Background: an optimization exercise with open tools, aiming at small area, a short achievable clock period and few clock cycles. Do not read the settings as production practice.
Function was checked by simulation only, so behaviour that the tests miss may differ from the original.
Power and IR drop assume default switching activity.

## build 39
==> flow/design.v (excerpt) <==
module outline_to_path_commands (
  input  wire logic                 clk_i,
  input  wire logic                 rst_ni,
  input  wire logic                 in_valid_i,
  output logic                      in_stall_o,
  input  wire logic signed [15:0]   point_x_i,
  input  wire logic signed [15:0]   point_y_i,
  input  wire logic                 on_curve_i,
  input  wire logic                 cubic_control_i,
  input  wire logic                 contour_end_i,
  input  wire logic                 outline_end_i,
  output logic                      out_valid_o,
  input  wire logic                 out_stall_i,
  output logic [2:0]                command_o,
  output logic [1:0]                error_kind_o,
  output logic signed [15:0]        ax_o,
  output logic signed [15:0]        ay_o,
  output logic signed [15:0]        bx_o,
  output logic signed [15:0]        by_o,
  output logic signed [15:0]        cx_o,
  output logic signed [15:0]        cy_o,
  output logic                      run_last_o
);
For scale: ~150 flip-flops, about 0.0098 mm2 of cells after synthesis.
Settings: LEC_CHECK=0, ABC_CLOCK_PERIOD_IN_PS=2500, CAP_MARGIN=20, CORE_MARGIN=2, CORE_UTILIZATION=40, SLEW_MARGIN=20; clock period 5.5 ns.
run.sh (not shown) runs the stock make flow with config.mk's settings and CLKGATE_MAP_FILE= SYNTH_SCRIPT=/design/flow/synth_recipe.tcl, a recipe that flattens the netlist after the stock synthesis.
In summary, build 39 completed successfully, with a layout that passed the timing, design-rule and antenna checks.
Testbench counts of build 39, summed over its fixed seeds: cycles 16,807.
Modified inputs, build 30 compared to build 39
- a deleted ABC_CLOCK_PERIOD_IN_PS that had been 2500
==> comparison <==
Comparing build 39 with build 30, the data arrival at the endpoint of the critical path came out essentially unchanged.
Diff build 30..build 39 | fraction of area in registers | unchanged
Compared with build 39, in build 30 count of non-filler cells in the finished layout saw little to no change; post-CTS setup buffer count saw little to no change; part of the power in combinational logic saw little to no change; synthesis-to-finish area growth saw little to no change.
Re share of the clock period used by the worst path after layout: no difference whatsoever between build 30 and build 39.
For build 85, these inputs were changed with respect to build 30:
- an added ABC_CLOCK_PERIOD_IN_PS of 2500
- an added SETUP_SLACK_MARGIN of 2.9
Findings:
[compare] base=build 30 new=build 85: worst hold slack now sits higher; number of iterations in the first detailed-routing pass now sits higher; residual DRC count now sits at about the same level.


== P ==
Another version of the RTL of outline_to_path_commands (not shown whole).
Size: about 160 flip-flops, ~140 I/O pins, roughly 8700 µm² of cells after synthesis.
==> flow/design.v (excerpt) <==
module outline_to_path_commands (
  input  wire logic                 clk_i,
  input  wire logic                 rst_ni,
  input  wire logic                 in_valid_i,
  output logic                      in_stall_o,
  input  wire logic signed [15:0]   point_x_i,
  input  wire logic signed [15:0]   point_y_i,
  input  wire logic                 on_curve_i,
  input  wire logic                 cubic_control_i,
  input  wire logic                 contour_end_i,
  input  wire logic                 outline_end_i,
  output logic                      out_valid_o,
  input  wire logic                 out_stall_i,
  output logic [2:0]                command_o,
  output logic [1:0]                error_kind_o,
  output logic signed [15:0]        ax_o,
  output logic signed [15:0]        ay_o,
  output logic signed [15:0]        bx_o,
  output logic signed [15:0]        by_o,
  output logic signed [15:0]        cx_o,
  output logic signed [15:0]        cy_o,
  output logic                      run_last_o
);
Settings: LEC_CHECK=0, CAP_MARGIN=20, CORE_MARGIN=2, CORE_UTILIZATION=40, SETUP_SLACK_MARGIN=2.4, SLEW_MARGIN=20; clock period 5.5 ns.
standard.sh (not shown) runs the stock make flow with config.mk's settings and CLKGATE_MAP_FILE= SYNTH_SCRIPT=/design/flow/synth_recipe.tcl, a recipe that flattens the netlist after the stock synthesis.
==> flow/flow/run.sh <==
#!/bin/bash
# The standard layout, with the ports buffered by plain buf_2 cells rather
# than the delay cells buffer_ports picks on its own.
set -euo pipefail
bash standard.sh "BUFFER_PORTS_ARGS=-buffer_cell sky130_fd_sc_hd__buf_2" finish > make_finish.log 2>&1
P finished end to end and its layout was clean on timing, DRC and antenna.
Testbench counts of P, summed over its fixed seeds: cycles 16,807.
Relative to P, the following input files were edited for Q:
- an added CTS_CLUSTER_SIZE of 40
- an added CTS_BUF_LIST of sky130_fd_sc_hd__clkbuf_8
- a change of CORE_UTILIZATION from 40 to 60
==> flow/flow/run.sh <==
#!/bin/bash
# The standard layout, with the ports buffered by plain buf_1 cells rather
# than the delay cells buffer_ports picks on its own.
set -euo pipefail
bash standard.sh "BUFFER_PORTS_ARGS=-buffer_cell sky130_fd_sc_hd__buf_1" finish > make_finish.log 2>&1
==> comparison <==
P → Q: cell area down 4.7%, wire length saw a decrease, clock share of power now smaller, proportion of cell area spent on the clock network decreased 1.9 points, count of clock-buffer cells in the layout down 3.
Side by side, global-route wire length before repair turned out lower in Q than in P.
primary input to flip-flop as the start-to-end type of the worst setup path was reported by Q, and flip-flop to flip-flop by P.
The inputs of R differ from those of Q as listed below.
- CORE_UTILIZATION now 70, was 60
- SETUP_SLACK_MARGIN now 2.2, was 2.4
--- outcome ---
- The run showing the greater fraction of power spent switching nets is R.
- Wire length the detailed router placed on met1 for R: about 9% down relative to Q
- More vias were needed by R than by Q.
Changes in S relative to R:
- a deleted CTS_CLUSTER_SIZE that had been 40
- a deleted CTS_BUF_LIST that had been sky130_fd_sc_hd__clkbuf_8
- a change of SETUP_SLACK_MARGIN from 2.2 to 2.6
- a change of CORE_UTILIZATION from 70 to 40
==> flow/flow/run.sh <==
#!/bin/bash
# The standard layout, with the ports buffered by plain buf_2 cells rather
# than the delay cells buffer_ports picks on its own.
set -euo pipefail
bash standard.sh "BUFFER_PORTS_ARGS=-buffer_cell sky130_fd_sc_hd__buf_2" finish > make_finish.log 2>&1
--- outcome ---
- In S the share of power burned in the clock network turned out 4.0 points higher than in R.
- The startpoint of the most critical setup path comes out point_x_i[1] in one run and point_y_i[13] in the other, namely in S and R respectively.
- Share of the clock period used by the worst path: S vs R down 3.6 points
- R vs S, cell at the slowest stage of the critical path: sky130_fd_sc_hd__or4_1 vs sky130_fd_sc_hd__or4_4
- Cell count: S higher than R

-- what the ideal ports hide --
No port has a modelled driver above. Below, the same layouts with a new extraction and two added sets of constraints.
Step 1: set_driving_cell puts a clkbuf_16 on clk_i and a buf_2 on each other input, an assumption about the parent block.
Step 2 also shifts input and output timing later by t, the mid clock arrival at the registers, as if the neighbouring blocks saw the same clock.
a / b / c = ideal / step 1 / step 2; a / b = the first two.
run	shift t [ns]	setup slack, ns	worst hold slack (ns)	worst setup path after step 2	latest minus earliest clock arrival (ns)
build 39	0.475	1.017 / 1.035 / 0.560	0.494 / 0.494 / 0.494	input to register	0.010 / 0.010
build 30	0.475	1.017 / 1.035 / 0.560	0.494 / 0.494 / 0.494	input to register	0.010 / 0.010
build 85	0.475	1.751 / 1.749 / 1.274	0.504 / 0.504 / 0.504	input to register	0.007 / 0.007
P	0.460	2.407 / 2.407 / 1.976	0.540 / 0.540 / 0.540	input to register	0.017 / 0.017
Q	0.487	2.414 / 2.429 / 1.942	0.548 / 0.548 / 0.548	input to register	0.009 / 0.010
R	0.508	2.250 / 2.261 / 1.752	0.553 / 0.553 / 0.553	input to register	0.011 / 0.011
S	0.470	2.447 / 2.452 / 1.982	0.525 / 0.525 / 0.525	input to register	0.012 / 0.012
After both steps setup and hold are still met in every run listed. For R, which loses most, drivers alone change the setup slack by +0.011 ns; drivers and shift together by -0.498 ns.
